Background: an optimization exercise with open tools, aiming at small area. Do not read the settings as production practice.
Where RTL was checked, it was by simulation tests only, not by an equivalence proof against the original.
Only the layout flow was run in run 4; the RTL was not checked for function there.
Power and IR drop assume default switching activity.

==> design/flow/config.mk <==
export PLATFORM = sky130hd
export DESIGN_NAME = instr_stack_ram
export DESIGN_NICKNAME = instr_stack_ram
export VERILOG_FILES = /design/flow/design.v
export SDC_FILE = /design/flow/constraint.sdc
export NUM_CORES = 4
export LEC_CHECK = 0
export CAP_MARGIN = 20
export CORE_MARGIN = 2
export CORE_UTILIZATION = 60
export SLEW_MARGIN = 20
export SYNTH_HIERARCHICAL = 1
export SYNTH_MEMORY_MAX_BITS = 8192
export SYNTH_MINIMUM_KEEP_SIZE = 0
==> design/flow/constraint.sdc <==
create_clock -name core_clock -period 10.0 [get_ports {clk}]
set_input_delay 2.0000 -clock core_clock [delete_from_list [all_inputs] [get_ports {clk}]]
set_output_delay 2.0000 -clock core_clock [all_outputs]
set_load 0.01 [all_outputs]
==> design/flow/design.v <==
package instr_stack_ram_pkg;
  localparam int unsigned DEF_WORD_W      = 16;
  localparam int unsigned DEF_DEPTH       = 256;
  localparam int unsigned DEF_INSTR_WORDS = 2;
  typedef enum logic {
    LOAD = 1'b0,
    RUN  = 1'b1
  } state_t;
  function automatic logic fetch_in_range(input int unsigned addr,
                                          input int unsigned words,
                                          input int unsigned count);
    fetch_in_range = ((addr + words) <= count);
  endfunction
endpackage
module stack_mem
#(
  parameter int unsigned WORD_W      = instr_stack_ram_pkg::DEF_WORD_W,
  parameter int unsigned DEPTH       = instr_stack_ram_pkg::DEF_DEPTH,
  parameter int unsigned INSTR_WORDS = instr_stack_ram_pkg::DEF_INSTR_WORDS,
  localparam int unsigned AW         = $clog2(DEPTH)
) (
  input  logic                          clk,
  input  logic                          rst_n,
  input  logic [AW:0]                   wptr,
  input  logic [WORD_W-1:0]             wdata,
  input  logic [AW-1:0]                 raddr,
  output logic [WORD_W*INSTR_WORDS-1:0] rdata
);
  localparam int unsigned HW = AW / 2;        
  localparam int unsigned LW = AW - HW;
  localparam int unsigned NB = DEPTH / 2;     
  logic phase;
  always_ff @(posedge clk or negedge rst_n) begin
    if (!rst_n) phase <= 1'b0;
    else        phase <= ~phase;
  end
  logic [(1<<HW)-1:0] eq_h;
  logic [(1<<LW)-1:0] eq_l, le_l;
  always_comb begin
    for (int unsigned h = 0; h < (1<<HW); h++)
      eq_h[h] = !wptr[AW] && (wptr[AW-1:LW] == HW'(h));
    for (int unsigned l = 0; l < (1<<LW); l++) begin
      eq_l[l] = (wptr[LW-1:0] == LW'(l));
      le_l[l] = (wptr[LW-1:0] <= LW'(l));
    end
  end
  logic [WORD_W-1:0] wd;
  assign wd = wdata ^ {WORD_W{phase}};
  logic [WORD_W-1:0] words [DEPTH];
  for (genvar i = 0; i < DEPTH; i++) begin : g_row
    sm_row #(.W(WORD_W)) u_row (
      .clk  (clk),
      .we   (eq_h[i >> LW] && eq_l[i % (1<<LW)]),
      .hold (!(eq_h[i >> LW] && le_l[i % (1<<LW)])),
      .wd   (wd),
      .q    (words[i])
    );
  end
  logic [AW-1:0] ea;          
  logic [AW-2:0] oa;          
  assign oa = raddr[AW-1:1];
  assign ea = AW'(raddr[AW-1:1]) + AW'(raddr[0]);
  logic [NB-1:0] es_n, os_n;   
  always_comb begin
    for (int unsigned k = 0; k < NB; k++) begin
      es_n[k] = !(ea == AW'(k));
      os_n[k] = !(oa == (AW-1)'(k));
    end
  end
  logic [WORD_W-1:0] ev, od;
  for (genvar b = 0; b < WORD_W; b++) begin : g_bit
    logic [NB-1:0] ecol, ocol;
    for (genvar k = 0; k < NB; k++) begin : g_k
      assign ecol[k] = words[2*k][b];
      assign ocol[k] = words[2*k+1][b];
    end
    sm_sel #(.N(NB)) u_es (.d(ecol), .s_n(es_n), .y(ev[b]));
    sm_sel #(.N(NB)) u_os (.d(ocol), .s_n(os_n), .y(od[b]));
  end
  logic [WORD_W-1:0] w0, w1;
  assign w0 = raddr[0] ? od : ev;
  assign w1 = raddr[0] ? ev : od;
  assign rdata = {w1, w0} ^ {(WORD_W*INSTR_WORDS){!phase}};
endmodule
module sm_row
#(
  parameter int unsigned W = 16
) (
  input  logic         clk,
  input  logic         we,
  input  logic         hold,
  input  logic [W-1:0] wd,
  output logic [W-1:0] q
);
  for (genvar j = 0; j < W; j++) begin : g_b
    sm_cell u_cell (.clk(clk), .we(we), .hold(hold), .wd(wd[j]), .q(q[j]));
  end
endmodule
module sm_cell (
  input  logic clk,
  input  logic we,
  input  logic hold,
  input  logic wd,
  output logic q
);
  always_ff @(posedge clk) begin
    q <= ~((q | we) & (hold | wd));
  end
endmodule
module sm_sel
#(
  parameter int unsigned N = 128
) (
  input  logic [N-1:0] d,
  input  logic [N-1:0] s_n,
  output logic         y
);
  assign y = ~&(d | s_n);
endmodule
module instr_stack_ram
#(
  parameter int unsigned WORD_W      = instr_stack_ram_pkg::DEF_WORD_W,
  parameter int unsigned DEPTH       = instr_stack_ram_pkg::DEF_DEPTH,
  parameter int unsigned INSTR_WORDS = instr_stack_ram_pkg::DEF_INSTR_WORDS,
  localparam int unsigned AW         = $clog2(DEPTH)
) (
  input  logic                          clk,
  input  logic                          rst_n,
  input  logic                          ld_valid,
  input  logic [WORD_W-1:0]             ld_data,
  input  logic                          ld_last,
  output logic                          ld_ready,
  input  logic                          clear,
  output logic [AW:0]                   sp,
  output logic                          full,
  output logic                          ld_overflow,
  output logic                          initialized,
  input  logic                          fetch_req,
  input  logic [AW-1:0]                 fetch_addr,
  output logic                          fetch_valid,
  output logic [WORD_W*INSTR_WORDS-1:0] fetch_instr,
  output logic                          fetch_err
);
  instr_stack_ram_pkg::state_t   state;
  logic [WORD_W*INSTR_WORDS-1:0] rdata;
  logic                          accept;
  logic                          in_range;
  logic                          ok;
  assign full          = sp[AW];
  assign initialized   = (state == instr_stack_ram_pkg::RUN);
  assign ld_ready      = (state == instr_stack_ram_pkg::LOAD) && !full;
  assign accept        = ld_valid && ld_ready;
  assign in_range      = instr_stack_ram_pkg::fetch_in_range(32'(fetch_addr), INSTR_WORDS, 32'(sp));
  assign ok            = (state == instr_stack_ram_pkg::RUN) && in_range;
  always_ff @(posedge clk or negedge rst_n) begin
    if (!rst_n) begin
      state       <= instr_stack_ram_pkg::LOAD;
      sp          <= '0;
      ld_overflow <= 1'b0;
      fetch_valid <= 1'b0;
      fetch_err   <= 1'b0;
      fetch_instr <= '0;
    end else if (clear) begin
      state       <= instr_stack_ram_pkg::LOAD;
      sp          <= '0;
      ld_overflow <= 1'b0;
      fetch_valid <= 1'b0;
    end else begin
      if (accept) begin
        sp <= sp + 1'b1;
        if (ld_last) state <= instr_stack_ram_pkg::RUN;
      end
      if (ld_valid && (state == instr_stack_ram_pkg::LOAD) && full) ld_overflow <= 1'b1;
      fetch_valid <= fetch_req;
      if (fetch_req) begin
        fetch_err   <= !ok;
        fetch_instr <= ok ? rdata : '0;
      end
    end
  end
  stack_mem #(
    .WORD_W      (WORD_W),
    .DEPTH       (DEPTH),
    .INSTR_WORDS (INSTR_WORDS)
  ) u_mem (
    .clk   (clk),
    .rst_n (rst_n),
    .wptr  (sp),
    .wdata (ld_data),
    .raddr (fetch_addr),
    .rdata (rdata)
  );
endmodule
==> design/flow/run.sh <==
#!/bin/bash
# synth_recipe.tcl (not shown) runs the flow's synth.tcl, then flattens the netlist and writes it again
# the make line also repeats each setting of config.mk as NAME=value (left out here)
make -C /OpenROAD-flow-scripts/flow DESIGN_CONFIG=/design/flow/config.mk WORK_HOME=/design/flow/orfs CLKGATE_MAP_FILE= SYNTH_SCRIPT=/design/flow/synth_recipe.tcl finish
==> reports/summary.txt, run 1 <==
final standard cell utilization of the core: 0.697
number of non-filler instances in the completed layout: 16.8k
list of cells traversed by the critical path: clkdlybuf4s50_1 -> nand2b_1 -> nor2_1 -> buf_4 -> nand2_1 -> o22ai_1 -> nor4_1 -> nand3_1 -> nor4_2 -> nand2_1 -> mux2i_1 -> xnor2_1 -> a22o_1 -> a21o_1
top flip-flop cell by instance count after synthesis: sky130_fd_sc_hd__dfxtp_1
Synth Register Bits: 4,142
gr usage total: 0.476
die span in y: 478 microns
compound-gate portion of the synthesized area: 0.292
later-pin clock latency in the skew report: 1.02 ns
max-slew violation count: 0
TritonCTS sink count: 4,142
IO Port Bufs: 76
number of cells in the design after placement: 16.0k
leakage power of the design: 59.2 nW
post-cts sizing count: 0
number of global-route vias before repair: 121k
routed wirelength normalized by instance count: 34.1 microns
sum of buffers and inverters on the critical path: 2
outcome: complete, no violations
routability-driven placement congestion ratio: 1.07
max capacitance violation total: 0
fraction of synthesized area in multiplexers: 0.00253
cell type with the highest occurrence count on the critical path: sky130_fd_sc_hd__nand2_1
CTS H-tree lvls: 5
total of warnings raised by yosys: 10
Std-Cell Core Area: 223,000 sq um
HP Class: flop to flop
power density over the cells: 224 nW/um^2
maximum ir drop on the vdd rail: 0.000183 V
dominant combinational cell family by area after synthesis: compound AO/OA/AOI/OAI gates
setup skew after layout: 0.0766 ns
Post-Synth Adder-Cell Area: 0.00130
transition time at the pin with the least slew margin: 1.33 ns
Crit Path Category: primary input to flop
worst-case clock buffer depth: 4
maximum single-stage delay on the critical path: 1.04 ns
required time at the endpoint of the critical path: 10.87 ns
Final setup viols: 0
number of cell instances on the worst register-to-register path: 8
post-synthesis average cell area: 10.4 sq um
area added between synthesis and finish: 15.3%
Total Die Area: 228,000 sq um
minimum hold slack: 0.442 ns
Post-Syn Instances: 12.9k
kind of cell adding the most delay to the critical path: simple AND/OR/NAND/NOR gates
worst slack at placement: 2.22 ns
endpoint of the worst hold path: u_mem.g_row[13].u_row.g_b[10].u_cell.q$_DFF_P_
unrepaired setup endpoints after global routing: false
global route total overflow: 0
peak fanout along the critical path: 22
width of the die: 478 microns
sum of routed wire length over all layers: 572,000 microns
final hold violations: 0
remaining antenna violation count after routing: 0
share of cells above drive strength 1: 0.0882
cell area after layout: 155,000 sq um
number of iterations in the first detailed-routing pass: 14
post-route minimum period: 7.83 ns
wire length of the first global-routing pass: 817,000 microns
clock tree from TritonCTS: done
# fillers: 16.7k
CP Capture Type: flop
number of stages on the worst hold path: 1
DRT iter0 DRCs: 23.0k
buffer cell driving the clock tree root: sky130_fd_sc_hd__clkbuf_16
Distinct cells, synth: 59
number of rows in the core area: 173
Reg2Reg Capture Point: u_mem.g_row[128].u_row.g_b[4].u_cell.q$_DFF_P_
Post-Synthesis Cell Area: 135,000 sq um
worst slew margin relative to its limit: 0.112
CTS buffer count: 410
xor and xnor area share after synthesis: 0.00397
share of synthesized cell area in and, or, nand and nor gates: 0.0764
arrival time of the worst setup path: 8.70 ns
Max Clk Rate: 128 MHz
antenna violations before repair: 35
routed via count divided by cell count: 7.79
clock slew at reported path FFs: 0.07 ns
final setup slack of the worst path: 2.17 ns
starting utilization of the core area: 0.604
hold-fix buffers at CTS: 0
fraction of registers with async set/reset: 0.0111
launch instance of the worst register-to-register path: sp[8]$_DFFE_PN0P_
maximum number of pins on one net before global-route repair: 149
total placed instance area: 141,000 sq um
Post-synth EDFFs: 0
number of nets in the layout: 13.5k
sequential area share after synthesis: 0.618
post-route DRC violation count: 0
Detail Placement HPWL: 358,000 microns
final period utilization: 0.783
Worst Min Path Start: u_mem.g_row[13].u_row.g_b[10].u_cell.q$_DFF_P_
type of origin of the critical path: primary input
via total after detailed routing: 131k
Post-CTS Setup Bufs: 0
Reg2Reg Setup Slack: 4.75 ns
net count after synthesis: 13.0k
io pins: 77
slowest cell on the critical path: sky130_fd_sc_hd__nor4_2
## metrics by stage
| stage | power [W] | setup TNS (ns) |
|---|---|---|
| 6_report | 0.0348 | 0 |
| 5_1_grt | 0.0354 | 0 |
| 4_1_cts | 0.0346 | 0 |
| 3_5_place_dp | 0.0191 | 0 |
| 3_3_place_gp | 0.0191 | 0 |
| 2_1_floorplan | 0.0183 | -2175.92 |
## synthesized netlist by cell type (24+ instances only)
cell                       number  area share
sky130_fd_sc_hd__nand4_2       32      0.0030
sky130_fd_sc_hd__o22ai_1     6146        0.29
sky130_fd_sc_hd__nor4_1        64      0.0030
sky130_fd_sc_hd__dfxtp_1     4096        0.61
sky130_fd_sc_hd__mux2i_1       34      0.0025
sky130_fd_sc_hd__clkbuf_1      89      0.0025
sky130_fd_sc_hd__nor2b_1       24      0.0011
sky130_fd_sc_hd__a21o_1        32      0.0018
sky130_fd_sc_hd__buf_2         43      0.0016
sky130_fd_sc_hd__or3_1         30      0.0014
sky130_fd_sc_hd__nand2_1      391       0.011
sky130_fd_sc_hd__nor2_1      1227       0.034
sky130_fd_sc_hd__nand4_1      217       0.010
sky130_fd_sc_hd__nor4_2        32      0.0030
sky130_fd_sc_hd__a22o_1        32      0.0021
sky130_fd_sc_hd__dfrtp_1       46      0.0086
sky130_fd_sc_hd__inv_2         25     0.00070
sky130_fd_sc_hd__nand3_1      125      0.0046
sky130_fd_sc_hd__xnor2_1       42      0.0027
## cells in the final DEF (no fill, tap or decap), drive strengths merged, types with 42 or more instances in the layout
cell              n
clkinv           74
o22ai          6147
xnor2            42
bufinv           42
nand3           125
nand4           249
clkbuf          591
buf             214
inv              52
nand2           392
nor2           1239
dfxtp          4096
dfrtp            46
clkdlybuf4s50    72
nor4             97
## worst register-to-register path: cells and delay by family, from the launching register on
family / cells / cell delay, ns
compound gates: 1 / 0.18
buf+inv: 4 / 2.32
flops: 1 / 0.42
simple gates: 3 / 2.11
## cell type report
type,count,area (sq um),share of cell area
well taps,2975,3720,0.0240
multi-input cells,8601,51600,0.333
clock inverters,131,1820,0.0117
diodes,24,60.1,0.000387
flip-flops and latches,4142,83200,0.536
repair buffers,286,2620,0.0169
inverters,47,178,0.00115
clock buffers,591,12000,0.0772
## state kept, by name, indices dropped and copies added, names as in the netlist
name                            count
u_mem.g_row.u_row.g_b.u_cell.q   4096
fetch_instr                        32
sp                                  9
fetch_err                           1
fetch_valid                         1
ld_overflow                         1
state                               1
u_mem.phase                         1
## Yosys stat by module (local to each module, per instance), a selection
module | cells | flip-flops and latches | cell area [sq um] | times used
instr_stack_ram | 209 | 45 | 2360 | 1
sm_cell | 2 | 1 | 26.3 | 4096
## worst max-delay path by stage
stage	start	end	slack (ns)	cells after the start
floorplan	ld_data[13]	u_mem.g_row[0].u_row.g_b[13].u_cell.q$_DFF_P_	-1.70	2
global placement	fetch_addr[4]	fetch_instr[26]$_DFFE_PN0P_	2.07	14
detailed placement	fetch_addr[4]	fetch_instr[29]$_DFFE_PN0P_	2.22	15
CTS	fetch_addr[1]	fetch_instr[28]$_DFFE_PN0P_	3.19	16
global route	fetch_addr[4]	fetch_instr[13]$_DFFE_PN0P_	2.46	14
finish	fetch_addr[4]	fetch_instr[13]$_DFFE_PN0P_	2.17	14
## where the power goes
group,leakage [nW],switching [W],internal [W]
Combinational,14.6,0.00133,0.000508
Clock,6.81,0.00648,0.00937
Sequential,37.8,0.000225,0.0169
Total,59.2,0.00803,0.0267
## logic make-up (layout without fill, tap and decap cells)
family	count (synthesis)	after routing
adders and majority gates	14	14
DFF	4142	4142
muxes	34	34
buffers and inverters	198	1055
AOI/OAI and AO/OA	6258	6258
other	0	24
xor gates and xnor gates	61	61
and+or+nand+nor	2234	2234
## layer usage
layer	GRT usage	share of wire	up-vias
met5	0.00672	0.00058	-
met4	0.316	0.076	18
met3	0.168	0.14	2270
met2	0.660	0.41	10970
met1	0.622	0.37	63332
li1	-	-	54281
==> inputs of run 2 (changes only) <==
--- a/design/flow/design.v
+++ b/design/flow/design.v
@@ -61,9 +61,9 @@
   assign oa = raddr[AW-1:1];
   assign ea = AW'(raddr[AW-1:1]) + AW'(raddr[0]);
-  logic [NB-1:0] es_n, os_n;   
+  logic [NB-1:0] es, os;       
   always_comb begin
     for (int unsigned k = 0; k < NB; k++) begin
-      es_n[k] = !(ea == AW'(k));
-      os_n[k] = !(oa == (AW-1)'(k));
+      es[k] = (ea == AW'(k));
+      os[k] = (oa == (AW-1)'(k));
     end
   end
@@ -75,11 +75,11 @@
       assign ocol[k] = words[2*k+1][b];
     end
-    sm_sel #(.N(NB)) u_es (.d(ecol), .s_n(es_n), .y(ev[b]));
-    sm_sel #(.N(NB)) u_os (.d(ocol), .s_n(os_n), .y(od[b]));
+    sm_sel #(.N(NB)) u_es (.d(ecol), .s(es), .y(ev[b]));
+    sm_sel #(.N(NB)) u_os (.d(ocol), .s(os), .y(od[b]));
   end
   logic [WORD_W-1:0] w0, w1;
   assign w0 = raddr[0] ? od : ev;
   assign w1 = raddr[0] ? ev : od;
-  assign rdata = {w1, w0} ^ {(WORD_W*INSTR_WORDS){!phase}};
+  assign rdata = {w1, w0} ^ {(WORD_W*INSTR_WORDS){phase}};
 endmodule
 module sm_row
@@ -113,8 +113,41 @@
 ) (
   input  logic [N-1:0] d,
-  input  logic [N-1:0] s_n,
+  input  logic [N-1:0] s,
   output logic         y
 );
-  assign y = ~&(d | s_n);
+  localparam int unsigned NG = (N + 2) / 3;
+  logic [NG-1:0] g_n;         
+  for (genvar k = 0; k < N / 3; k++) begin : g_grp
+    sm_sel3 u_grp (.d(d[3*k +: 3]), .s(s[3*k +: 3]), .y_n(g_n[k]));
+  end
+  if (N % 3 == 2) begin : g_tail2
+    sm_sel2 u_grp (.d(d[N-1 -: 2]), .s(s[N-1 -: 2]), .y_n(g_n[NG-1]));
+  end else if (N % 3 == 1) begin : g_tail1
+    assign g_n[NG-1] = !(d[N-1] && s[N-1]);
+  end
+  sm_nand #(.N(NG)) u_nand (.a(g_n), .y(y));
+endmodule
+module sm_sel3 (
+  input  logic [2:0] d,
+  input  logic [2:0] s,
+  output logic       y_n
+);
+  assign y_n = ~|(d & s);
+endmodule
+module sm_sel2 (
+  input  logic [1:0] d,
+  input  logic [1:0] s,
+  output logic       y_n
+);
+  assign y_n = ~|(d & s);
+endmodule
+module sm_nand
+#(
+  parameter int unsigned N = 43
+) (
+  input  logic [N-1:0] a,
+  output logic         y
+);
+  assign y = ~&a;
 endmodule
 module instr_stack_ram
@@ -147,4 +180,6 @@
   logic                          in_range;
   logic                          ok;
+  logic                          fire;
+  logic [WORD_W*INSTR_WORDS-1:0] instr_q;
   assign full          = sp[AW];
   assign initialized   = (state == instr_stack_ram_pkg::RUN);
@@ -153,4 +188,6 @@
   assign in_range      = instr_stack_ram_pkg::fetch_in_range(32'(fetch_addr), INSTR_WORDS, 32'(sp));
   assign ok            = (state == instr_stack_ram_pkg::RUN) && in_range;
+  assign fire          = fetch_req && !clear;
+  assign fetch_instr   = instr_q;
   always_ff @(posedge clk or negedge rst_n) begin
     if (!rst_n) begin
@@ -160,5 +197,4 @@
       fetch_valid <= 1'b0;
       fetch_err   <= 1'b0;
-      fetch_instr <= '0;
     end else if (clear) begin
       state       <= instr_stack_ram_pkg::LOAD;
@@ -173,9 +209,16 @@
       if (ld_valid && (state == instr_stack_ram_pkg::LOAD) && full) ld_overflow <= 1'b1;
       fetch_valid <= fetch_req;
-      if (fetch_req) begin
-        fetch_err   <= !ok;
-        fetch_instr <= ok ? rdata : '0;
-      end
-    end
+      if (fetch_req) fetch_err <= !ok;
+    end
+  end
+  for (genvar j = 0; j < WORD_W*INSTR_WORDS; j++) begin : g_instr
+    instr_bit u_bit (
+      .clk   (clk),
+      .rst_n (rst_n),
+      .hold  (!fire),
+      .load  (fire && ok),
+      .d     (rdata[j]),
+      .q     (instr_q[j])
+    );
   end
   stack_mem #(
@@ -192,2 +235,15 @@
   );
 endmodule
+module instr_bit (
+  input  logic clk,
+  input  logic rst_n,
+  input  logic hold,
+  input  logic load,
+  input  logic d,
+  output logic q
+);
+  always_ff @(posedge clk or negedge rst_n) begin
+    if (!rst_n) q <= 1'b0;
+    else        q <= (q && hold) || (d && load);
+  end
+endmodule
--- a/design/flow/config.mk
+++ b/design/flow/config.mk
@@ -9,4 +9,6 @@
 export CORE_MARGIN = 2
 export CORE_UTILIZATION = 60
+export CTS_CLUSTER_DIAMETER = 80
+export CTS_CLUSTER_SIZE = 24
 export SLEW_MARGIN = 20
 export SYNTH_HIERARCHICAL = 1
==> run 2 against run 1 <==
Hold slack better by 0.0044 ns. Count of clock-buffer cells in the layout down 375. Register-to-register slack improved by 0.76 ns. Clock power decreased by 44%. First-iteration DRC count increased by 21%. Routed wire length is 6.4% lower. Highest routed layer unchanged. Sequential power barely moved. Sequential share of layout area up 3.6 points. Final cell count decreased by 12%. Setup slack improved by 0.18 ns. Die area is 2.1% lower. Still clean on timing, DRC and antenna. Critical path type unchanged.
==> reports/summary.txt, run 2 <==
routability-driven placement congestion ratio: 1.04 (-3.1%)
register with the highest flop count: u_mem.g_row.u_row.g_b.u_cell.q
Crit Path Category: primary input to flop
hold-fix buffers at CTS: 0 (unchanged)
Largest register FFs: 4,096 (unchanged)
HP Class: flop to flop
type of origin of the critical path: primary input
antenna violations before repair: 31 (-11%)
switching power total: 0.00615 W (-23%)
sum of routed wire length over all layers: 535,000 microns (-6.4%)
number of iterations in the first detailed-routing pass: 23 (+9)
slowest cell on the critical path: sky130_fd_sc_hd__clkdlybuf4s50_1
maximum single-stage delay on the critical path: 1.00 ns (-0.04 ns)
# fillers: 16.7k (+0.28%)
share of cells above drive strength 1: 0.0823 (-0.00591)
critical path startpoint: fetch_addr[2]
Max Clk Rate: 131 MHz (+2.3%)
gr usage total: 0.453 (-0.0225)
total length of routed met2 wires: 226,000 microns (-3.8%)
IO Port Bufs: 76 (unchanged)
cell area after layout: 145,000 sq um (-6.3%)
Post-synth EDFFs: 0 (unchanged)
launch instance of the worst register-to-register path: sp[8]$_DFFE_PN0P_
arrival time of the worst setup path: 8.46 ns (-0.24 ns)
total of warnings raised by yosys: 11 (+1)
Total Die Area: 223,000 sq um (-2.1%)
portion of synthesized cell area occupied by the leading cell type: 0.622 (+0.0133)
wire length on met1: 195,000 microns (-7.2%)
CTS H-tree lvls: 4 (-1)
leading area contributor after synthesis: sky130_fd_sc_hd__dfxtp_1
setup skew after layout: 0.0358 ns (-0.0408 ns)
Reg2Reg Setup Slack: 5.51 ns (+0.76 ns)
starting utilization of the core area: 0.601 (-0.00306)
post-route DRC violation count: 0 (unchanged)
Post-Syn Instances: 11.4k (-12%)
buffer cell driving the clock tree root: sky130_fd_sc_hd__clkbuf_16
Distinct cells, synth: 63 (+6.8%)
most frequent cells in the layout: sky130_fd_sc_hd__o22ai_1, sky130_fd_sc_hd__dfxtp_1, sky130_fd_sc_hd__a222oi_1
max capacitance violation total: 0 (unchanged)
remaining antenna violation count after routing: 0 (unchanged)
peak fanout along the critical path: 16 (-27%)
part of the total power dissipated in combinational logic: 0.041 (-0.012)
final standard cell utilization of the core: 0.663 (-0.0333)
final sum of negative setup slack: 0 ns (unchanged)
list of cells traversed by the critical path: clkdlybuf4s50_1 -> nor2_1 -> nand2_1 -> nor2_2 -> buf_4 -> a222oi_1 -> nand4_1 -> nor3_1 -> nand3_1 -> mux2i_1 -> xnor2_1 -> a22o_1
number of stages on the worst hold path: 1 (unchanged)
met3 WL: 74,600 microns (-10%)
fraction of registers with async set/reset: 0.0111 (unchanged)
number of nets in the layout: 11.9k (-12%)
sum of buffers and inverters on the critical path: 2 (unchanged)
top cell types by occurrence after synthesis: sky130_fd_sc_hd__dfxtp_1, sky130_fd_sc_hd__o22ai_1, sky130_fd_sc_hd__a222oi_1
net count after synthesis: 11.4k (-12%)
routed via count divided by cell count: 8.27 (+6.2%)
Synth Register Bits: 4,142 (unchanged)
top flip-flop cell by instance count after synthesis: sky130_fd_sc_hd__dfxtp_1
Detail Placement HPWL: 333,000 microns (-7.0%)
area used by multi-input combinational logic: 49,400 sq um (-4.4%)
number of rows in the core area: 172 (-0.58%)
sequential cell fraction of total power: 0.630 (+0.139)
number of global-route vias before repair: 112k (-7.6%)
Worst Min Path Start: u_mem.g_row[170].u_row.g_b[11].u_cell.q$_DFF_P_
later-pin clock latency in the skew report: 0.93 ns (-0.09 ns)
via total after detailed routing: 122k (-6.7%)
switching part of the total: 0.229 (-0.00216)
Std-Cell Core Area: 219,000 sq um (-1.6%)
final hold violations: 0 (unchanged)
worst-case clock buffer depth: 3 (-1)
sequential area share after synthesis: 0.631 (+0.0135)
total placed instance area: 139,000 sq um (-1.1%)
CP Capture Type: flop
TritonCTS sink count: 4,142 (unchanged)
area added between synthesis and finish: 10.3%
leakage power of the design: 50.4 nW (-15%)
total power: 0.0269 W (-23%)
worst slew margin relative to its limit: 0.0904 (-0.0213)
unrepaired setup endpoints after global routing: false
kind of cell adding the most delay to the critical path: simple AND/OR/NAND/NOR gates
max-slew violation count: 0 (unchanged)
maximum ir drop on the vdd rail: 0.000216 V (+18%)
width of the die: 473 microns (-1.1%)
io pins: 77 (unchanged)
CTS buffer count: 192 (-53%)
final period utilization: 0.765 (-0.0176)
cell-internal power: 0.0207 W (-22%)
number of cell instances on the worst register-to-register path: 8 (unchanged)
wire length of the first global-routing pass: 768,000 microns (-6.1%)
maximum number of pins on one net before global-route repair: 144 (-3.4%)
clock tree from TritonCTS: done
post-cts sizing count: 0 (unchanged)
Post-Synthesis Cell Area: 132,000 sq um (-2.1%)
die span in y: 473 microns (-1.1%)
DRT iter0 DRCs: 27.9k (+21%)
required time at the endpoint of the critical path: 10.81 ns (-0.06 ns)
Reg2Reg Capture Point: u_mem.g_row[206].u_row.g_b[0].u_cell.q$_DFF_P_
endpoint of the worst hold path: u_mem.g_row[170].u_row.g_b[11].u_cell.q$_DFF_P_
Clock Power Share: 0.329 (-0.127)
global route total overflow: 0 (unchanged)
Post-CTS Setup Bufs: 0 (unchanged)
Final setup viols: 0 (unchanged)
transition time at the pin with the least slew margin: 1.35 ns (+0.0194 ns)
flip-flop and latch area: 83,200 sq um (about the same)
routed wirelength normalized by instance count: 36.2 microns (+6.4%)
post-route minimum period: 7.65 ns (-0.176 ns)
number of cells in the design after placement: 14.5k (-9.5%)
top sig layer: met5
number of non-filler instances in the completed layout: 14.8k (-12%)
largest cells by area after synthesis: sky130_fd_sc_hd__dfxtp_1, sky130_fd_sc_hd__o22ai_1, sky130_fd_sc_hd__a222oi_1, sky130_fd_sc_hd__nand4_1, sky130_fd_sc_hd__nor2_1
clock slew at reported path FFs: 0.10 ns (+0.03 ns)
post-synthesis average cell area: 11.6 sq um (+12%)
outcome: complete, no violations
leading registers by flop count: u_mem.g_row.u_row.g_b.u_cell.q: 4096 flops, g_instr.u_bit.q: 32 flops, sp: 9 flops
power density over the cells: 185 nW/um^2 (-17%)
==> run 2: cell types whose count changed in the layout (fill, tap and decap cells not counted), moves of 44 or more <==
| cell | delta |
|---|---|
| sky130_fd_sc_hd__a222oi_1 | +1344 |
| sky130_fd_sc_hd__clkbuf_1 | -72 |
| sky130_fd_sc_hd__nor3_2 | +47 |
| sky130_fd_sc_hd__nand4_1 | +108 |
| sky130_fd_sc_hd__clkbuf_8 | -87 |
| sky130_fd_sc_hd__clkbuf_16 | -216 |
| sky130_fd_sc_hd__buf_4 | +141 |
| sky130_fd_sc_hd__nand3_1 | -44 |
| sky130_fd_sc_hd__nand2_1 | -128 |
| sky130_fd_sc_hd__nor3_1 | +44 |
| sky130_fd_sc_hd__clkinv_2 | -65 |
| sky130_fd_sc_hd__o22ai_1 | -2050 |
| sky130_fd_sc_hd__nor2_1 | -818 |
==> run 2: power groups by stage <==
stage	clock network (W)	registers (W)	logic (W)
2_1_floorplan	0	0.0172	0.000596
3_3_place_gp	0	0.0173	0.00101
3_5_place_dp	0	0.0173	0.00104
4_1_cts	0.00883	0.0169	0.00104
5_1_grt	0.00940	0.0169	0.00111
6_report	0.00885	0.0169	0.00110
==> run 2: worst max-delay path by stage <==
stage | end | slack (ns) | depth (start not counted)
2_1_floorplan | u_mem.g_row[0].u_row.g_b[10].u_cell.q$_DFF_P_ | -1.70 | 2
3_3_place_gp | g_instr[10].u_bit.q$_DFF_PN0_ | 1.71 | 11
3_5_place_dp | g_instr[1].u_bit.q$_DFF_PN0_ | 1.58 | 13
4_1_cts | g_instr[1].u_bit.q$_DFF_PN0_ | 2.52 | 13
5_1_grt | g_instr[29].u_bit.q$_DFF_PN0_ | 2.56 | 14
6_report | g_instr[27].u_bit.q$_DFF_PN0_ | 2.35 | 12
==> run 2: logic make-up (layout without fill, tap and decap cells) <==
logic type / count (synthesis) / in the layout / share of synthesized area
xor+xnor: 56 / 56 / 0.00372
simple gates: 1380 / 1380 / 0.0510
fa+ha+maj: 13 / 13 / 0.00123
compound gates: 5549 / 5549 / 0.304
other cells: 0 / 13 / 0
buf+inv: 175 / 708 / 0.00569
mux: 37 / 37 / 0.00283
flops: 4142 / 4142 / 0.631
==> run 2: final cells by class <==
type / count / area share
multi-input combinational: 7035 / 0.340
clock inverter: 12 / 0.00111
sequential: 4142 / 0.572
clock buffer: 216 / 0.0351
timing repair buffer: 436 / 0.0258
antenna: 13 / 0.000224
inverter: 44 / 0.00114
tap: 2871 / 0.0247
==> run 2: metrics by stage <==
| step | hold slack (ns) | setup WS [ns] |
|---|---|---|
| 6_report | 0.447 | 2.35 |
| 2_1_floorplan | 0.421 | -1.70 |
| 5_1_grt | 0.458 | 2.56 |
| 3_5_place_dp | 0.436 | 1.58 |
| 3_3_place_gp | 0.428 | 1.71 |
| 4_1_cts | 0.450 | 2.52 |
==> run 2: Yosys stat by module, one instance, submodules excluded, excerpt <==
module,copies in the design,flops+latches
instr_bit,32,1
instr_stack_ram,1,13
sm_cell,4096,1
sm_sel2,32,0
sm_sel3,1344,0
==> run 2: metal layers <==
layer / vias to the layer above / track usage
li1: 50492 / -
met1: 59898 / 0.598
met2: 9989 / 0.655
met3: 1759 / 0.137
met4: 28 / 0.272
met5: - / 0
==> run 2: worst reg2reg max path, delay by kind of cell, from the launching register on <==
family,cells,cell delay [ns]
buffers and inverters,4,1.54
flip-flops,1,0.53
AO/OA/AOI/OAI,1,0.10
AND/OR/NAND/NOR,3,2.16
==> inputs of run 3 (changes only) <==
==> design/flow/flow/run.sh (new file) <==
#!/bin/bash
# Own layout flow: the standard ORFS flow (standard.sh, standard synthesis
# unchanged) with two changes to the layout steps:
#  - ports are buffered with the smallest buffer (buf_1),
#  - clock-tree synthesis clusters up to 24 sinks within 80 um and adds no
#    dummy loads.
# ORFS writes each step's full log under orfs/logs/; make's own output goes to
# standard.log in this folder.
set -euo pipefail
HERE=$(pwd)
bash standard.sh \
  "BUFFER_PORTS_ARGS=-buffer_cell sky130_fd_sc_hd__buf_1" \
  "CTS_ARGS=-sink_clustering_enable -repair_clock_nets -sink_clustering_size 24 -sink_clustering_max_diameter 80 -dont_use_dummy_load" \
  finish > "$HERE/standard.log" 2>&1
==> design/flow/standard.sh (new file) <==
#!/bin/bash
# synth_recipe.tcl (not shown) runs the flow's synth.tcl, then flattens the netlist and writes it again
# the make line also repeats each setting of config.mk as NAME=value (left out here)
make -C /OpenROAD-flow-scripts/flow DESIGN_CONFIG=/design/flow/config.mk WORK_HOME=/design/flow/orfs CLKGATE_MAP_FILE= SYNTH_SCRIPT=/design/flow/synth_recipe.tcl "${@:-finish}"
removed: design/flow/run.sh
==> run 3 against run 2 <==
Final area decreased by 0.86%. Utilization decreased by 0.57 points. Still clean. Critical path type unchanged. Critical path depth increased by 3.
==> reports/summary.txt, run 3 <==
HP Class: flop to flop
met3 WL: 72,000 microns (-3.4%)
list of cells traversed by the critical path: buf_1 -> ha_1 -> ha_1 -> and3_1 -> nor2_1 -> a31oi_2 -> buf_4 -> nor3_2 -> a222oi_1 -> nand4_1 -> nor4_1 -> nand3_1 -> mux2i_1 -> xnor2_1 -> a22o_1
CTS buffer count: 192 (unchanged)
total of warnings raised by yosys: 11 (unchanged)
Std-Cell Core Area: 219,000 sq um (unchanged)
launch instance of the worst register-to-register path: sp[4]$_DFFE_PN0P_
fraction of registers with async set/reset: 0.0111 (unchanged)
top sig layer: met5
register with the highest flop count: u_mem.g_row.u_row.g_b.u_cell.q
sum of routed wire length over all layers: 525,000 microns (-1.9%)
Post-CTS Setup Bufs: 0 (unchanged)
Synth Register Bits: 4,142 (unchanged)
# fillers: 17.1k (+2.6%)
max-slew violation count: 0 (unchanged)
final standard cell utilization of the core: 0.658 (-0.00569)
Largest register FFs: 4,096 (unchanged)
minimum hold slack: 0.443 ns (-0.00379 ns)
worst slew margin relative to its limit: 0.128 (+0.0379)
DRT iter0 DRCs: 26.9k (-3.6%)
maximum single-stage delay on the critical path: 1.06 ns (+0.06 ns)
worst-case clock buffer depth: 3 (unchanged)
remaining antenna violation count after routing: 0 (unchanged)
Detail Placement HPWL: 326,000 microns (-2.0%)
portion of synthesized cell area occupied by the leading cell type: 0.622 (unchanged)
flip-flop and latch area: 83,200 sq um (unchanged)
number of nets in the layout: 11.9k (-0.23%)
worst slack at placement: 1.88 ns (+0.294 ns)
number of iterations in the first detailed-routing pass: 15 (-35%)
Post-synth EDFFs: 0 (unchanged)
clock tree from TritonCTS: done
final hold violations: 0 (unchanged)
Final setup viols: 0 (unchanged)
routed via count divided by cell count: 8.27 (about the same)
peak fanout along the critical path: 16 (unchanged)
slowest cell on the critical path: sky130_fd_sc_hd__nor4_1
CTS H-tree lvls: 4 (unchanged)
number of rows in the core area: 172 (unchanged)
Max Clk Rate: 128 MHz (-1.7%)
Reg2Reg Capture Point: u_mem.g_row[85].u_row.g_b[9].u_cell.q$_DFF_P_
critical path startpoint: fetch_addr[1]
net count after synthesis: 11.4k (unchanged)
CP Capture Type: flop
power density over the cells: 184 nW/um^2 (-0.60%)
later-pin clock latency in the skew report: 0.92 ns (about the same)
antenna violations before repair: 29 (-6.5%)
Crit Path Category: primary input to flop
unrepaired setup endpoints after global routing: false
via total after detailed routing: 122k (-0.48%)
most frequent cells in the layout: sky130_fd_sc_hd__o22ai_1, sky130_fd_sc_hd__dfxtp_1, sky130_fd_sc_hd__a222oi_1
setup skew after layout: 0.0564 ns (+0.0206 ns)
Reg2Reg Setup Slack: 5.78 ns (+0.27 ns)
width of the die: 473 microns (unchanged)
TritonCTS sink count: 4,142 (unchanged)
gr usage total: 0.444 (-0.00948)
type of origin of the critical path: primary input
routability-driven placement congestion ratio: 1.02 (-1.9%)
Distinct cells, synth: 63 (unchanged)
capture point of the worst path: g_instr[28].u_bit.q$_DFF_PN0_
maximum number of pins on one net before global-route repair: 154 (+6.9%)
wire length on met1: 193,000 microns (-1.0%)
global route total overflow: 0 (unchanged)
Post-Syn Instances: 11.4k (unchanged)
maximum ir drop on the vdd rail: 0.000189 V (-12%)
post-cts sizing count: 0 (unchanged)
leakage power of the design: 49.8 nW (-1.2%)
clock slew at reported path FFs: 0.09 ns (about the same)
largest cells by area after synthesis: sky130_fd_sc_hd__dfxtp_1, sky130_fd_sc_hd__o22ai_1, sky130_fd_sc_hd__a222oi_1, sky130_fd_sc_hd__nand4_1, sky130_fd_sc_hd__nor2_1
die span in y: 473 microns (unchanged)
number of global-route vias before repair: 110k (-1.4%)
io pins: 77 (unchanged)
Total Die Area: 223,000 sq um (unchanged)
arrival time of the worst setup path: 8.58 ns (+0.12 ns)
wire length of the first global-routing pass: 753,000 microns (-2.0%)
post-route minimum period: 7.78 ns (+0.134 ns)
hold-fix buffers at CTS: 0 (unchanged)
required time at the endpoint of the critical path: 10.80 ns (about the same)
post-synthesis average cell area: 11.6 sq um (unchanged)
total length of routed met2 wires: 223,000 microns (-1.3%)
final period utilization: 0.778 (+0.0134)
outcome: complete, no violations
Post-Synthesis Cell Area: 132,000 sq um (unchanged)
buffer cell driving the clock tree root: sky130_fd_sc_hd__clkbuf_16
cell type with the highest occurrence count on the critical path: sky130_fd_sc_hd__ha_1
transition time at the pin with the least slew margin: 1.31 ns (-0.0444 ns)
number of cell instances on the worst register-to-register path: 6 (-2)
sequential area share after synthesis: 0.631 (unchanged)
number of stages on the worst hold path: 1 (unchanged)
routed wirelength normalized by instance count: 35.7 microns (-1.4%)
leading area contributor after synthesis: sky130_fd_sc_hd__dfxtp_1
IO Port Bufs: 76 (unchanged)
share of cells above drive strength 1: 0.0791 (-0.00320)
post-route DRC violation count: 0 (unchanged)
area added between synthesis and finish: 9.36%
final setup slack of the worst path: 2.22 ns (-0.134 ns)
leading registers by flop count: u_mem.g_row.u_row.g_b.u_cell.q: 4096 flops, g_instr.u_bit.q: 32 flops, sp: 9 flops
top flip-flop cell by instance count after synthesis: sky130_fd_sc_hd__dfxtp_1
max capacitance violation total: 0 (unchanged)
area used by multi-input combinational logic: 49,300 sq um (-0.18%)
starting utilization of the core area: 0.601 (unchanged)
top cell types by occurrence after synthesis: sky130_fd_sc_hd__dfxtp_1, sky130_fd_sc_hd__o22ai_1, sky130_fd_sc_hd__a222oi_1
-- run 3: modules after synthesis, one instance, submodules excluded, excerpt --
| module | cells inside | times used |
|---|---|---|
| instr_bit | 2 | 32 |
| instr_stack_ram | 106 | 1 |
| sm_cell | 2 | 4096 |
| sm_sel2 | 1 | 32 |
| sm_sel3 | 1 | 1344 |
-- run 3: worst min path at each step --
stage	start	endpoint	slack (ns)
6_report	u_mem.g_row[197].u_row.g_b[8].u_cell.q$_DFF_P_	u_mem.g_row[197].u_row.g_b[8].u_cell.q$_DFF_P_	0.44
5_1_grt	u_mem.g_row[197].u_row.g_b[8].u_cell.q$_DFF_P_	u_mem.g_row[197].u_row.g_b[8].u_cell.q$_DFF_P_	0.45
4_1_cts	u_mem.g_row[197].u_row.g_b[8].u_cell.q$_DFF_P_	u_mem.g_row[197].u_row.g_b[8].u_cell.q$_DFF_P_	0.44
3_5_place_dp	u_mem.g_row[67].u_row.g_b[15].u_cell.q$_DFF_P_	u_mem.g_row[67].u_row.g_b[15].u_cell.q$_DFF_P_	0.44
3_3_place_gp	u_mem.g_row[97].u_row.g_b[1].u_cell.q$_DFF_P_	u_mem.g_row[97].u_row.g_b[1].u_cell.q$_DFF_P_	0.43
2_1_floorplan	u_mem.g_row[0].u_row.g_b[0].u_cell.q$_DFF_P_	u_mem.g_row[0].u_row.g_b[0].u_cell.q$_DFF_P_	0.42
-- run 3: cell type report --
type,instances,area share
inverters,44,0.00115
flip-flops and latches,4142,0.577
repair buffers,409,0.0213
well taps,2871,0.0249
diodes,8,0.000139
multi-input cells,7035,0.342
clock buffers,192,0.0333
-- run 3: per-layer routing --
metal / up-vias / global-route usage
li1: 50459 / -
met1: 59721 / 0.597
met2: 9665 / 0.637
met3: 1707 / 0.123
met4: 24 / 0.265
met5: - / 0
-- run 3: critical path, delay by kind of cell --
kind	cells	cell delay [ns]
buf+inv	2	1.15
simple gates	6	2.80
fa+ha+maj	2	0.82
compound gates	3	1.27
xor+xnor	1	0.10
mux	1	0.40
-- run 3: cell families after synthesis --
logic type                 share of synthesized area
muxes                                        0.00283
DFF                                            0.631
xor gates and xnor gates                     0.00372
AOI/OAI and AO/OA                              0.304
adders and majority gates                    0.00123
buffers and inverters                        0.00569
and+or+nand+nor                               0.0510
-- run 3: power by group --
part	switching, W	total [W]	internal, W
Sequential	0.000163	0.0169	0.0167
Clock	0.00507	0.00850	0.00343
Combinational	0.000804	0.00108	0.000277
-- run 3: per-stage QoR --
step	setup TNS [ns]	instances	total power (W)	instance area [sq um]
floorplan	-6964.52	11352	0.0178	132000
global placement	0	14478	0.0183	138000
detailed placement	0	14491	0.0183	139000
CTS	0	14683	0.0264	143000
global route	0	14697	0.0271	144000
finish	0	14701	0.0265	144000
==> inputs of run 4 (changes only) <==
==> design/flow/design.v (replaced) <==
package instr_stack_ram_pkg;
  localparam int unsigned DEF_WORD_W      = 16;
  localparam int unsigned DEF_DEPTH       = 256;
  localparam int unsigned DEF_INSTR_WORDS = 2;
  typedef enum logic {
    LOAD = 1'b0,
    RUN  = 1'b1
  } state_t;
  function automatic logic fetch_in_range(input int unsigned addr,
                                          input int unsigned words,
                                          input int unsigned count);
    fetch_in_range = ((addr + words) <= count);
  endfunction
endpackage
module stack_mem
#(
  parameter int unsigned WORD_W      = instr_stack_ram_pkg::DEF_WORD_W,
  parameter int unsigned DEPTH       = instr_stack_ram_pkg::DEF_DEPTH,
  parameter int unsigned INSTR_WORDS = instr_stack_ram_pkg::DEF_INSTR_WORDS,
  localparam int unsigned AW         = $clog2(DEPTH)
) (
  input  logic                          clk,
  input  logic                          we,
  input  logic [AW-1:0]                 waddr,
  input  logic [WORD_W-1:0]             wdata,
  input  logic                          re,
  input  logic [AW-1:0]                 raddr,
  output logic [WORD_W*INSTR_WORDS-1:0] rdata
);
  logic [WORD_W-1:0] mem [DEPTH];
  always_ff @(posedge clk) begin
    if (we) mem[waddr] <= wdata;
  end
  always_ff @(posedge clk) begin
    if (re) begin
      for (int unsigned k = 0; k < INSTR_WORDS; k++) begin
        rdata[k*WORD_W +: WORD_W] <= mem[raddr + AW'(k)];
      end
    end
  end
endmodule
module instr_stack_ram
#(
  parameter int unsigned WORD_W      = instr_stack_ram_pkg::DEF_WORD_W,
  parameter int unsigned DEPTH       = instr_stack_ram_pkg::DEF_DEPTH,
  parameter int unsigned INSTR_WORDS = instr_stack_ram_pkg::DEF_INSTR_WORDS,
  localparam int unsigned AW         = $clog2(DEPTH)
) (
  input  logic                          clk,
  input  logic                          rst_n,
  input  logic                          ld_valid,
  input  logic [WORD_W-1:0]             ld_data,
  input  logic                          ld_last,
  output logic                          ld_ready,
  input  logic                          clear,
  output logic [AW:0]                   sp,
  output logic                          full,
  output logic                          ld_overflow,
  output logic                          initialized,
  input  logic                          fetch_req,
  input  logic [AW-1:0]                 fetch_addr,
  output logic                          fetch_valid,
  output logic [WORD_W*INSTR_WORDS-1:0] fetch_instr,
  output logic                          fetch_err
);
  instr_stack_ram_pkg::state_t   state;
  logic                          fetch_valid_q;
  logic                          fetch_err_q;
  logic                          have_data;
  logic [WORD_W*INSTR_WORDS-1:0] rdata;
  logic                          accept;
  logic                          re;
  logic                          in_range;
  assign full          = (sp == (AW+1)'(DEPTH));
  assign initialized   = (state == instr_stack_ram_pkg::RUN);
  assign ld_ready      = (state == instr_stack_ram_pkg::LOAD) && !full;
  assign accept        = ld_valid && ld_ready && !clear;
  assign re            = fetch_req && !clear;
  assign in_range      = instr_stack_ram_pkg::fetch_in_range(32'(fetch_addr), INSTR_WORDS, 32'(sp));
  assign fetch_valid = fetch_valid_q;
  assign fetch_err   = fetch_err_q;
  assign fetch_instr = (have_data && !fetch_err_q) ? rdata : '0;
  always_ff @(posedge clk or negedge rst_n) begin
    if (!rst_n) begin
      state         <= instr_stack_ram_pkg::LOAD;
      sp            <= '0;
      ld_overflow   <= 1'b0;
      fetch_valid_q <= 1'b0;
      fetch_err_q   <= 1'b0;
      have_data     <= 1'b0;
    end else if (clear) begin
      state         <= instr_stack_ram_pkg::LOAD;
      sp            <= '0;
      ld_overflow   <= 1'b0;
      fetch_valid_q <= 1'b0;
    end else begin
      if (accept) begin
        sp <= sp + 1'b1;
        if (ld_last) state <= instr_stack_ram_pkg::RUN;
      end
      if (ld_valid && (state == instr_stack_ram_pkg::LOAD) && full) ld_overflow <= 1'b1;
      fetch_valid_q <= fetch_req;
      if (fetch_req) begin
        fetch_err_q <= (state != instr_stack_ram_pkg::RUN) || !in_range;
        have_data   <= 1'b1;
      end
    end
  end
  stack_mem #(
    .WORD_W      (WORD_W),
    .DEPTH       (DEPTH),
    .INSTR_WORDS (INSTR_WORDS)
  ) u_mem (
    .clk   (clk),
    .we    (accept),
    .waddr (sp[AW-1:0]),
    .wdata (ld_data),
    .re    (re),
    .raddr (fetch_addr),
    .rdata (rdata)
  );
endmodule
==> design/flow/run.sh (new file) <==
#!/bin/bash
# synth_recipe.tcl (not shown) runs the flow's synth.tcl, then flattens the netlist and writes it again
# the make line also repeats each setting of config.mk as NAME=value (left out here)
make -C /OpenROAD-flow-scripts/flow DESIGN_CONFIG=/design/flow/config.mk WORK_HOME=/design/flow/orfs CLKGATE_MAP_FILE= SYNTH_SCRIPT=/design/flow/synth_recipe.tcl finish
==> design/flow/config.mk (replaced) <==
export PLATFORM = sky130hd
export DESIGN_NAME = instr_stack_ram
export DESIGN_NICKNAME = instr_stack_ram
export VERILOG_FILES = /design/flow/design.v
export SDC_FILE = /design/flow/constraint.sdc
export NUM_CORES = 4
export LEC_CHECK = 0
export CAP_MARGIN = 20
export CORE_MARGIN = 2
export CORE_UTILIZATION = 40
export SLEW_MARGIN = 20
export SYNTH_MEMORY_MAX_BITS = 8192
removed: design/flow/flow/run.sh
removed: design/flow/standard.sh
==> run 4 against run 3 <==
Die area grew 120%. Synthesized cell count shrank 14%. Critical path depth shrank 4. Non-clock buffer count grew 189. Hold slack gained 0.039 ns. Clock skew grew 0.10 ns. Fmax grew 20%. Setup slack gained 1.3 ns. Combinational power grew to 3.6 times the previous value. Critical endpoint is now u_mem.rdata[1]$_DFFE_PP_.
==> reports/summary.txt, run 4 <==
worst-case clock buffer depth: 4 (+1)
HP Class: flop to flop
later-pin clock latency in the skew report: 1.10 ns (+0.18 ns)
clock tree from TritonCTS: done
post-route minimum period: 6.51 ns (-1.27 ns)
buffer cell driving the clock tree root: sky130_fd_sc_hd__clkbuf_16
capture point of the worst path: u_mem.rdata[1]$_DFFE_PP_
maximum ir drop on the vdd rail: 0.000144 V (-24%)
number of rows in the core area: 254 (+48%)
Std-Cell Core Area: 478,000 sq um (+120%)
leading area contributor after synthesis: sky130_fd_sc_hd__edfxtp_1
transition time at the pin with the least slew margin: 1.31 ns (+0.00418 ns)
IO Port Bufs: 76 (unchanged)
cell type with the highest occurrence count on the critical path: sky130_fd_sc_hd__buf_12
routed via count divided by cell count: 6.68 (-19%)
area used by multi-input combinational logic: 64,700 sq um (+31%)
fraction of synthesized area in multiplexers: 0.271 (+0.268)
post-cts sizing count: 0 (unchanged)
Max Clk Rate: 154 MHz (+20%)
number of non-filler instances in the completed layout: 16.9k (+15%)
Reg2Reg Setup Slack: 5.22 ns (-0.56 ns)
Post-Syn Instances: 9,736 (-14%)
share of synthesized cell area in and, or, nand and nor gates: 0.0234 (-0.0276)
leading registers by flop count: u_mem.mem: 4096 flops, u_mem.rdata: 32 flops, sp: 9 flops
Post-Synthesis Cell Area: 192,000 sq um (+46%)
CP Capture Type: flop
Detail Placement HPWL: 428,000 microns (+31%)
final period utilization: 0.651 (-0.127)
Final setup viols: 0 (unchanged)
share of cells above drive strength 1: 0.330 (+0.251)
hold-fix buffers at CTS: 0 (unchanged)
io pins: 77 (unchanged)
total placed instance area: 202,000 sq um (+46%)
clock slew at reported path FFs: 0.06 ns (-0.03 ns)
maximum single-stage delay on the critical path: 1.01 ns (-0.05 ns)
unrepaired setup endpoints after global routing: false
cell-internal power: 0.0295 W (+44%)
most frequently used cell type in the post-synthesis netlist: sky130_fd_sc_hd__edfxtp_1
total of warnings raised by yosys: 2 (-9)
sequential cell fraction of total power: 0.491 (-0.147)
Synth Register Bits: 4,142 (unchanged)
final hold violations: 0 (unchanged)
remaining antenna violation count after routing: 0 (unchanged)
switching power total: 0.00955 W (+58%)
top flip-flop cell by instance count after synthesis: sky130_fd_sc_hd__edfxtp_1
CTS H-tree lvls: 5 (+1)
top cell types by occurrence after synthesis: sky130_fd_sc_hd__edfxtp_1, sky130_fd_sc_hd__mux4_2, sky130_fd_sc_hd__mux2i_1
dominant combinational cell family by area after synthesis: multiplexers
peak fanout along the critical path: 93 (+77)
largest cells by area after synthesis: sky130_fd_sc_hd__edfxtp_1, sky130_fd_sc_hd__mux4_2, sky130_fd_sc_hd__mux2i_1, sky130_fd_sc_hd__nand2_1, sky130_fd_sc_hd__clkbuf_1
switching part of the total: 0.245 (+0.0168)
antenna violations before repair: 67 (+130%)
routed wirelength normalized by instance count: 39.9 microns (+12%)
starting utilization of the core area: 0.401 (-0.200)
post-route DRC violation count: 0 (unchanged)
wire length of the first global-routing pass: 914,000 microns (+21%)
final sum of negative setup slack: 0 ns (unchanged)
power density over the cells: 180 nW/um^2 (-2.0%)
part of the total power dissipated in combinational logic: 0.099 (+0.058)
gr usage total: 0.272 (-0.172)
number of cell instances on the worst register-to-register path: 8 (+2)
Crit Path Category: primary input to flop
launch instance of the worst register-to-register path: sp[0]$_DFFE_PN0P_
type of origin of the critical path: primary input
slowest cell on the critical path: sky130_fd_sc_hd__a41oi_1
max capacitance violation total: 0 (unchanged)
leakage power of the design: 67.7 nW (+36%)
# fillers: 40.2k (+130%)
area added between synthesis and finish: 13.0%
flip-flop and latch area: 124,000 sq um (+49%)
Post-synth EDFFs: 4,128 (+4,128)
global route total overflow: 0 (unchanged)
maximum number of pins on one net before global-route repair: 159 (+3.2%)
post-synthesis average cell area: 19.7 sq um (+70%)
number of iterations in the first detailed-routing pass: 6 (-9)
number of cells in the design after placement: 15.9k (+10%)
sequential area share after synthesis: 0.648 (+0.0172)
register with the highest flop count: u_mem.mem
number of stages on the worst setup path: 11 (-4)
worst slew margin relative to its limit: 0.121 (-0.00687)
DRT iter0 DRCs: 17.5k (-35%)
arrival time of the worst setup path: 7.27 ns (-1.31 ns)
TritonCTS sink count: 4,142 (unchanged)
via total after detailed routing: 113k (-7.4%)
list of cells traversed by the critical path: buf_16 -> buf_12 -> nand3b_1 -> buf_12 -> buf_4 -> o221ai_1 -> a21oi_1 -> o21ai_0 -> a41oi_1 -> a31oi_1 -> nand4b_1
required time at the endpoint of the critical path: 10.75 ns (-0.05 ns)
routability-driven placement congestion ratio: 0.933 (-8.5%)
kind of cell adding the most delay to the critical path: compound AO/OA/AOI/OAI gates
compound-gate portion of the synthesized area: 0.0344 (-0.270)
most frequent cells in the layout: sky130_fd_sc_hd__edfxtp_1, sky130_fd_sc_hd__mux4_2, sky130_fd_sc_hd__mux2i_1
fraction of registers with async set/reset: 0.00338 (-0.00773)
xor and xnor area share after synthesis: 0.00140 (-0.00232)
Reg2Reg Capture Point: u_mem.mem[185][14]$_DFFE_PP_
number of nets in the layout: 10.0k (-15%)
CTS buffer count: 435 (+130%)
sum of buffers and inverters on the critical path: 4 (+2)
critical path startpoint: fetch_addr[1]
Post-Synth Adder-Cell Area: 0.000979 (-0.000256)
Post-CTS Setup Bufs: 0 (unchanged)
die span in y: 696 microns (+47%)
sum of routed wire length over all layers: 672,000 microns (+28%)
portion of synthesized cell area occupied by the leading cell type: 0.647 (+0.0241)
Distinct cells, synth: 54 (-14%)
Largest register FFs: 4,096 (unchanged)
Total Die Area: 485,000 sq um (+120%)
net count after synthesis: 9,781 (-14%)
Clock Power Share: 0.410 (+0.089)
outcome: complete, no violations
width of the die: 696 microns (+47%)
cell area after layout: 217,000 sq um (+50%)
max-slew violation count: 0 (unchanged)
commonest non-fill, non-tap cell in the layout: sky130_fd_sc_hd__edfxtp_1
number of global-route vias before repair: 110k (-0.44%)
setup skew after layout: 0.161 ns (+0.105 ns)
-- run 4: cell count changes in the layout (fill, tap and decap cells not counted), moves of 188 or more --
cell                        change
sky130_fd_sc_hd__nand4_1      -299
sky130_fd_sc_hd__o22ai_1     -3920
sky130_fd_sc_hd__mux4_2      +1952
sky130_fd_sc_hd__mux2i_1      +758
sky130_fd_sc_hd__dfxtp_1     -4096
sky130_fd_sc_hd__edfxtp_1    +4128
sky130_fd_sc_hd__a222oi_1    -1344
sky130_fd_sc_hd__o21ai_0      +188
sky130_fd_sc_hd__clkbuf_16    +247
-- run 4: power groups by stage --
| stage | sequential (W) | combinational (W) | clock [W] |
|---|---|---|---|
| floorplan | 0.0195 | 0.00209 | 0 |
| global placement | 0.0195 | 0.00373 | 0 |
| detailed placement | 0.0195 | 0.00378 | 0 |
| CTS | 0.0191 | 0.00379 | 0.0162 |
| global route | 0.0191 | 0.00396 | 0.0168 |
| finish | 0.0192 | 0.00386 | 0.0160 |
-- run 4: per-stage QoR --
stage          worst slack, ns  power, W   util  hold slack, ns
3_5_place_dp              2.53    0.0233  0.423           0.482
4_1_cts                   3.64    0.0391  0.452           0.497
6_report                  3.49    0.0390  0.453           0.482
3_3_place_gp              1.67    0.0232  0.422           0.457
2_1_floorplan             5.44    0.0216      -           0.426
5_1_grt                   3.57    0.0399  0.453           0.502
-- run 4: how the worst min path moves through the flow --
stage / end / slack (ns) / cells after the start / from
finish: have_data$_DFFE_PN0P_ / 0.48 / 1 / have_data$_DFFE_PN0P_
global route: have_data$_DFFE_PN0P_ / 0.50 / 1 / have_data$_DFFE_PN0P_
CTS: have_data$_DFFE_PN0P_ / 0.50 / 1 / have_data$_DFFE_PN0P_
detailed placement: have_data$_DFFE_PN0P_ / 0.48 / 1 / have_data$_DFFE_PN0P_
global placement: have_data$_DFFE_PN0P_ / 0.46 / 1 / have_data$_DFFE_PN0P_
floorplan: have_data$_DFFE_PN0P_ / 0.43 / 1 / have_data$_DFFE_PN0P_
-- run 4: final cells by class --
type,instances,area share
Antenna cell,103,0.00119
Inverter,15,0.000260
Tap cell,6400,0.0370
Sequential cell,4142,0.574
Clock buffer,515,0.0521
Timing Repair Buffer,598,0.0249
Clock inverter,284,0.0119
Multi-Input combinational cell,4793,0.299
-- run 4: kinds of logic (layout without fill, tap and decap cells) --
group	Yosys count	after routing
mux	2748	2748
xor+xnor	23	23
simple gates	1012	1012
fa+ha+maj	15	15
buf+inv	801	1412
other cells	0	103
compound gates	995	995
flops	4142	4142
-- run 4: metal layers --
layer / global-route usage / part of all wire / up-vias
met4: 0.145 / 0.062 / 20
met1: 0.354 / 0.36 / 60861
met5: 0 / 0.00020 / -
met2: 0.407 / 0.45 / 7768
met3: 0.0889 / 0.13 / 1301
li1: - / - / 42654

what the ideal ports hide:
The flow's constraints put no driver on any port. The routed layouts listed below were extracted and timed again, unchanged, in two steps.
Step 1, drivers: a clkbuf_16 drives clk and a buf_2 each remaining input, both assumed.
Step 2 times the ports against the registers' clock, not the clock port: input delays grow and output delays shrink by t, the midpoint of the rising clock arrivals with the driver on.
Slacks: ideal ports / drivers / drivers and shift; pairs: ideal ports / drivers.
run	shift t [ns]	slack for setup (ns)	worst setup path after step 2	cell pins on the clock port's net
run 1	1.099	2.174 / 2.257 / 1.158	input to register	1
run 2	0.987	2.350 / 2.239 / 1.252	input to register	1
run 3	0.972	2.216 / 2.217 / 1.245	input to register	1
run 4	1.128	3.487 / 3.516 / 2.388	input to register	1
After both steps setup and hold are still met in every run listed. For run 4, which loses most, drivers alone change the setup slack by +0.029 ns; drivers and shift together by -1.099 ns.
